From an optimization exercise on the open Yosys and OpenROAD flow, aimed at small area; shortcuts taken in it are not production practice.
Function was checked by simulation only, so behaviour that the tests miss may differ from the original.

**design.v**
```verilog
package stack_pkg;
    typedef enum logic [2:0] {
        OP_NONE = 3'd0,
        OP_PUSH = 3'd1,
        OP_POP  = 3'd2,
        OP_REPL = 3'd3,
        OP_DUP  = 3'd4,
        OP_SWAP = 3'd5
    } stack_op_e;
    function automatic integer cnt_width(input integer depth);
        cnt_width = $clog2(depth + 1);
    endfunction
    function automatic integer addr_width(input integer depth);
        addr_width = (depth < 2) ? 1 : $clog2(depth);
    endfunction
endpackage
module stack_ram #(
    parameter int WIDTH = 8,
    parameter int DEPTH = 256,
    parameter int AW    = 8
) (
    input  logic             clk,
    input  logic             we_b,
    input  logic [AW-1:0]    wb_addr,
    input  logic [WIDTH-1:0] wb_data,
    input  logic             we_a,
    input  logic [AW-1:0]    wa_addr,
    input  logic [WIDTH-1:0] wa_data,
    input  logic [AW-1:0]    ra_addr,
    output logic [WIDTH-1:0] ra_data,
    input  logic [AW-1:0]    rb_addr,
    output logic [WIDTH-1:0] rb_data
);
    logic [WIDTH-1:0] mem_q [DEPTH];
    always_ff @(posedge clk) begin
        if (we_a) begin
            mem_q[wa_addr] <= wa_data;
        end
        if (we_b) begin
            mem_q[wb_addr] <= wb_data;
        end
    end
    assign ra_data = mem_q[ra_addr];
    assign rb_data = mem_q[rb_addr];
endmodule
module param_stack #(
    parameter int WIDTH = 8,
    parameter int DEPTH = 256
) (
    input  logic                        clk,
    input  logic                        rst_n,
    input  logic                        push,
    input  logic                        pop,
    input  logic [WIDTH-1:0]            push_data,
    input  logic                        dup,
    input  logic                        swap,
    input  logic                        err_clr,
    output logic [WIDTH-1:0]            top,
    output logic [WIDTH-1:0]            pop_data,
    output logic                        pop_valid,
    output logic [$clog2(DEPTH+1)-1:0]  count,
    output logic                        full,
    output logic                        empty,
    output logic                        overflow,
    output logic                        underflow
);
    localparam int CNT_W = stack_pkg::cnt_width(DEPTH);
    localparam int AW    = stack_pkg::addr_width(DEPTH);
    logic [CNT_W-1:0] count_q, count_d;
    logic [WIDTH-1:0] top_q, top_d;
    logic [WIDTH-1:0] pop_data_q, pop_data_d;
    logic             pop_valid_q, pop_valid_d;
    logic             overflow_q, overflow_d;
    logic             underflow_q, underflow_d;
    logic             ovf_set, unf_set;
    stack_pkg::stack_op_e op;
    logic             is_full, is_empty;
    logic [AW-1:0]    addr_top, addr_second, addr_next;
    logic             we_a;
    logic [AW-1:0]    wa_addr;
    logic [WIDTH-1:0] wa_data;
    logic [WIDTH-1:0] rd_top, rd_second;
    logic             we_b;
    logic [AW-1:0]    wb_addr;
    logic [WIDTH-1:0] wb_data;
    assign is_full  = (count_q == CNT_W'(DEPTH));
    assign is_empty = (count_q == '0);
    assign addr_top    = is_empty                  ? '0 : AW'(count_q - CNT_W'(1));
    assign addr_second = (count_q < CNT_W'(2))     ? '0 : AW'(count_q - CNT_W'(2));
    assign addr_next   = is_full                   ? '0 : AW'(count_q);
    always_comb begin
        op = stack_pkg::OP_NONE;
        if (push && pop) begin
            op = stack_pkg::OP_REPL;
        end else if (push) begin
            op = stack_pkg::OP_PUSH;
        end else if (pop) begin
            op = stack_pkg::OP_POP;
        end else if (dup) begin
            op = stack_pkg::OP_DUP;
        end else if (swap) begin
            op = stack_pkg::OP_SWAP;
        end
    end
    always_comb begin
        count_d     = count_q;
        top_d       = top_q;
        pop_data_d  = pop_data_q;
        pop_valid_d = 1'b0;
        ovf_set     = 1'b0;
        unf_set     = 1'b0;
        we_a        = 1'b0;
        wa_addr     = addr_next;
        wa_data     = push_data;
        we_b        = 1'b0;
        wb_addr     = addr_second;
        wb_data     = rd_top;
        unique case (op)
            stack_pkg::OP_REPL: begin
                we_a  = 1'b1;
                top_d = push_data;
                if (is_empty) begin
                    wa_addr = addr_next;
                    count_d = count_q + CNT_W'(1);
                end else begin
                    wa_addr     = addr_top;
                    pop_data_d  = top_q;
                    pop_valid_d = 1'b1;
                end
            end
            stack_pkg::OP_PUSH: begin
                if (is_full) begin
                    ovf_set = 1'b1;
                end else begin
                    we_a    = 1'b1;
                    top_d   = push_data;
                    count_d = count_q + CNT_W'(1);
                end
            end
            stack_pkg::OP_POP: begin
                if (is_empty) begin
                    unf_set = 1'b1;
                end else begin
                    pop_data_d  = top_q;
                    pop_valid_d = 1'b1;
                    count_d     = count_q - CNT_W'(1);
                    top_d       = (count_q == CNT_W'(1)) ? '0 : rd_second;
                end
            end
            stack_pkg::OP_DUP: begin
                if (is_empty) begin
                    unf_set = 1'b1;
                end else if (is_full) begin
                    ovf_set = 1'b1;
                end else begin
                    we_a    = 1'b1;
                    wa_data = top_q;
                    count_d = count_q + CNT_W'(1);
                end
            end
            stack_pkg::OP_SWAP: begin
                if (count_q < CNT_W'(2)) begin
                    unf_set = 1'b1;
                end else begin
                    we_a    = 1'b1;
                    wa_addr = addr_top;
                    wa_data = rd_second;
                    we_b    = 1'b1;
                    top_d   = rd_second;
                end
            end
            default: ;
        endcase
        overflow_d  = ovf_set | (overflow_q  & ~err_clr);
        underflow_d = unf_set | (underflow_q & ~err_clr);
    end
    always_ff @(posedge clk or negedge rst_n) begin
        if (!rst_n) begin
            count_q     <= '0;
            top_q       <= '0;
            pop_data_q  <= '0;
            pop_valid_q <= 1'b0;
            overflow_q  <= 1'b0;
            underflow_q <= 1'b0;
        end else begin
            count_q     <= count_d;
            top_q       <= top_d;
            pop_data_q  <= pop_data_d;
            pop_valid_q <= pop_valid_d;
            overflow_q  <= overflow_d;
            underflow_q <= underflow_d;
        end
    end
    stack_ram #(
        .WIDTH (WIDTH),
        .DEPTH (DEPTH),
        .AW    (AW)
    ) u_ram (
        .clk     (clk),
        .we_b    (we_b),
        .wb_addr (wb_addr),
        .wb_data (wb_data),
        .we_a    (we_a),
        .wa_addr (wa_addr),
        .wa_data (wa_data),
        .ra_addr (addr_top),
        .ra_data (rd_top),
        .rb_addr (addr_second),
        .rb_data (rd_second)
    );
    assign top       = top_q;
    assign pop_data  = pop_data_q;
    assign pop_valid = pop_valid_q;
    assign count     = count_q;
    assign full      = is_full;
    assign empty     = is_empty;
    assign overflow  = overflow_q;
    assign underflow = underflow_q;
endmodule
```
**run.sh**
```bash
#!/bin/bash
# synth_recipe.tcl (not shown) runs the flow's synth.tcl, then flattens the netlist and writes it again
# the make line also repeats each setting of config.mk as NAME=value (left out here)
make -C /OpenROAD-flow-scripts/flow DESIGN_CONFIG=/design/flow/config.mk WORK_HOME=/design/flow/orfs CLKGATE_MAP_FILE= SYNTH_SCRIPT=/design/flow/synth_recipe.tcl finish
```
**config.mk**
```make
export PLATFORM = sky130hd
export DESIGN_NAME = param_stack
export DESIGN_NICKNAME = param_stack
export VERILOG_FILES = /design/flow/design.v
export SDC_FILE = /design/flow/constraint.sdc
export NUM_CORES = 4
export LEC_CHECK = 0
export CAP_MARGIN = 20
export CELL_PAD_IN_SITES_DETAIL_PLACEMENT = 1
export CELL_PAD_IN_SITES_GLOBAL_PLACEMENT = 2
export CORE_MARGIN = 2
export CORE_UTILIZATION = 30
export PLACE_DENSITY = 0.45
export SLEW_MARGIN = 20
```
**constraint.sdc**
```tcl
create_clock -name core_clock -period 10.0 [get_ports {clk}]
set_input_delay 2.0000 -clock core_clock [delete_from_list [all_inputs] [get_ports {clk}]]
set_output_delay 2.0000 -clock core_clock [all_outputs]
set_load 0.01 [all_outputs]
```
==> results.sh <==
export IMPL_grt_ovfl_total=0
export IMPL_max_stage_delay_ps=1100
export IMPL_cp_top_family="compound AO/OA/AOI/OAI gates"
export IMPL_layout_nets=10900
export IMPL_initial_core_util_pct=30.1
export IMPL_post_dp_cell_area_um2=138000
export IMPL_numCtsBuffers=283
export IMPL_netlist_instances=11100
export IMPL_yosys_top_cells_area="edfxtp_1 48%, mux2i_1 20%, nand2_1 2.9%"
export IMPL_finalWeightedCongestion=0.957
export IMPL_synth_avg_cell_area_um2=11.4
export IMPL_final_common_cell="mux2i_1"
export IMPL_holdBufCountCts=0
export IMPL_drt_met1_wl_um=367000
export IMPL_final_cell_mix="2572 x mux2i_1, 2048 x edfxtp_1, 970 x nand2_1"
export IMPL_netlist_top_cell_by_area="edfxtp_1"
export IMPL_synth_top_area_share_pct=48.3
export IMPL_synth_ff_type="edfxtp_1"
export IMPL_hold_path_class="flop to flop"
export IMPL_insertion_delay_ps=990
export IMPL_coreArea_um2=423000
export IMPL_synth_seq_cells=2076
export IMPL_ant_nets=0
export IMPL_pin_count=45
export IMPL_netlist_area_um2=127000
export IMPL_die_area_um2=429000
export IMPL_crit_top_cell="buf_12"
export IMPL_worstPathMaxFanout=56
export IMPL_cts_num_sinks=2076
export IMPL_finalSetupTns_ps=0
export IMPL_crit_type="flop to flop"
export IMPL_drc=0
export IMPL_die_h_um=655
export IMPL_max_cap_violations=0
export IMPL_track_usage_pct=41.1
export IMPL_top_layer="met5"
export IMPL_areaGrowthSynthToFinish_pct=15.6
export IMPL_die_w_um=655
export IMPL_tightest_slew_ps=1360
export IMPL_ys_seq_area_share_pct=48.9
export IMPL_ys_warnings_count=2
export IMPL_cts_max_level=5
export IMPL_grt_pass1_wl_um=1170000
export IMPL_clockRootBuffer="clkbuf_16"
export IMPL_start_kind="flop"
export IMPL_grt_pass1_vias=110000
export IMPL_clock_skew_final_ps=46.1
export IMPL_crit_required_ps=10790
export IMPL_numPortBuffers=44
export IMPL_drive_above_1_share_pct=16.1
export IMPL_clk_transition_reported_paths_ps=60
export IMPL_setup_viol=0
export IMPL_cts_tree="yes"
export IMPL_end_kind="flop"
export IMPL_period_needed_ps=8380
export IMPL_outcome="complete, no violations"
export IMPL_cts_repair_resized=0
export IMPL_slew_headroom_pct=8.77
export IMPL_syn_nets=11100
export IMPL_drtIter0Drc=16000
export IMPL_synth_async_reset_ratio_pct=1.35
export IMPL_maxSlewViolCount=0
export IMPL_yosys_cell_types_count=93
export IMPL_max_freq_mhz=119
export IMPL_vias=115000
export IMPL_hpwlAfterDp_um=597000
export IMPL_slowest_stage="o41ai_4"
export IMPL_arrival_ps=9170
export IMPL_synth_edf_count=2048
export IMPL_cts_path_max_buffers=4
export IMPL_grt_start_max_net_pins=114
export IMPL_final_cell_area_um2=147000
export IMPL_antenna_found_initial=131
export IMPL_fillCellCount=45100
export IMPL_fp_row_count=239
export IMPL_wl_per_cell_um=53.9
export IMPL_crit_chain="inv_6 > ha_1 > or3b_4 > nor2_4 > buf_12 > o32ai_1 > o21a_1 > o41ai_4 > o2111ai_1 > nor4_1 > a222oi_1 > buf_12 > buf_4 > mux2i_1"
export IMPL_finalCritPeriodShare_pct=83.8
export IMPL_avgViaCountPerCell=6.78
export IMPL_cts_setup_buffers=0
export IMPL_wl_met3_um=84400
export IMPL_met2_length_um=389000
export IMPL_rsz0062_at_grt="false"
export IMPL_firstDrtPassIters=6
export IMPL_finalHoldViolations=0
export IMPL_wirelength_um=911000
export IMPL_critPathBufInv=4
-- state kept, by name (all words and copies together), names as in the netlist --
| name | cells |
|---|---|
| underflow_q | 1 |
| pop_data_q | 8 |
| u_ram.mem_q | 2048 |
| pop_valid_q | 1 |
| overflow_q | 1 |
| count_q | 9 |
| top_q | 8 |
-- layout make-up --
type                       instances  area [um^2]  share of cell area, %
sequential                      2076        62200                   42.3
tap                             5663         7090                   4.81
clock inverter                   152         1430                  0.968
multi-input combinational       7741        60600                   41.2
antenna                          106          265                  0.180
inverter                          40          171                  0.116
clock buffer                     362         7720                   5.24
timing repair buffer             773         7680                   5.22
-- through the flow --
stage | setup WS (ps) | hold WS, ps | util (%) | std cells
after detailed placement | 1640 | 493 | 32.5 | 16300
after floorplan | 4050 | 516 | - | 11100
after CTS | 2190 | 506 | 34.7 | 16800
after global placement | 1350 | 475 | 32.4 | 16300
after global routing | 1970 | 532 | 34.7 | 16800
final | 1620 | 504 | 34.8 | 16900
-- path summary, 6_finish.rpt --
path	startpoint	end	slack [ps]	cells past startpoint
max	count_q[1]$_DFFE_PN0P_	u_ram.mem_q[245][6]$_DFFE_PP_	1620	14
min	pop_data_q[6]$_DFFE_PN0P_	pop_data_q[6]$_DFFE_PN0P_	500	1
max reg2reg	count_q[1]$_DFFE_PN0P_	u_ram.mem_q[245][6]$_DFFE_PP_	1620	14
min reg2reg	pop_data_q[6]$_DFFE_PN0P_	pop_data_q[6]$_DFFE_PN0P_	500	1
max in group asynchronous	rst_n	count_q[0]$_DFFE_PN0P_	8130	1
min in group asynchronous	rst_n	pop_data_q[3]$_DFFE_PN0P_	1130	1
-- cells in the mapped netlist (all sizes together), types with 21 or more instances --
library cell / number
nor3: 101
a2111oi: 26
nor2b: 30
edfxtp: 2048
o21a: 27
o311ai: 40
o31ai: 40
a32oi: 26
o22ai: 336
and3: 33
o21ai: 620
buf: 800
o2bb2ai: 28
a221oi: 82
and2: 41
inv: 39
a311oi: 51
a21oi: 465
o221ai: 148
mux4: 93
o41ai: 21
o32ai: 142
nor2: 362
o2111ai: 22
o211ai: 88
nor4: 32
mux2i: 2573
a31oi: 145
nand2: 994
or3: 31
a22o: 26
o22a: 22
dfrtp: 28
mux2: 330
nand3: 159
nand2b: 48
a211oi: 170
clkbuf: 468
a22oi: 77
a2bb2oi: 57
-- metal layers --
layer  global-route usage (%)  up-vias
li1                         -    43400
met1                     53.0    61600
met2                     60.2     7730
met3                     10.4     1957
met4                     28.7       40
met5                        0        -
-- kinds of logic after synthesis --
| logic type | after synthesis | synth area share (%) |
|---|---|---|
| xor gates and xnor gates | 21 | 0.150 |
| adders and majority gates | 7 | 0.0688 |
| muxes | 2996 | 24.8 |
| DFF | 2076 | 48.9 |
| AOI/OAI and AO/OA | 2811 | 14.9 |
| buffers and inverters | 1308 | 4.62 |
| and+or+nand+nor | 1906 | 6.56 |

[what the ideal ports hide]
Ports are ideal in the flow. The routed layout listed here was re-timed in OpenROAD.
Step 1: set_driving_cell puts a clkbuf_16 on clk and a buf_2 on each other input, an assumption about the parent block.
Step 2 also shifts input and output timing later by t, the mid clock arrival at the registers, as if the neighbouring blocks saw the same clock.
Slacks: no drivers / after step 1 / after step 2; pairs: no drivers / after step 1.
t, ns: 1.098
slack for setup (ns): 1.618 / 1.618 / 1.552
hold slack, ns: 0.504 / 0.504 / 0.504
worst data-port slew with drivers (ns): 0.19
After both steps setup and hold are still met in this run. For this run, drivers alone change the setup slack by 0.000 ns; drivers and shift together by -0.066 ns.
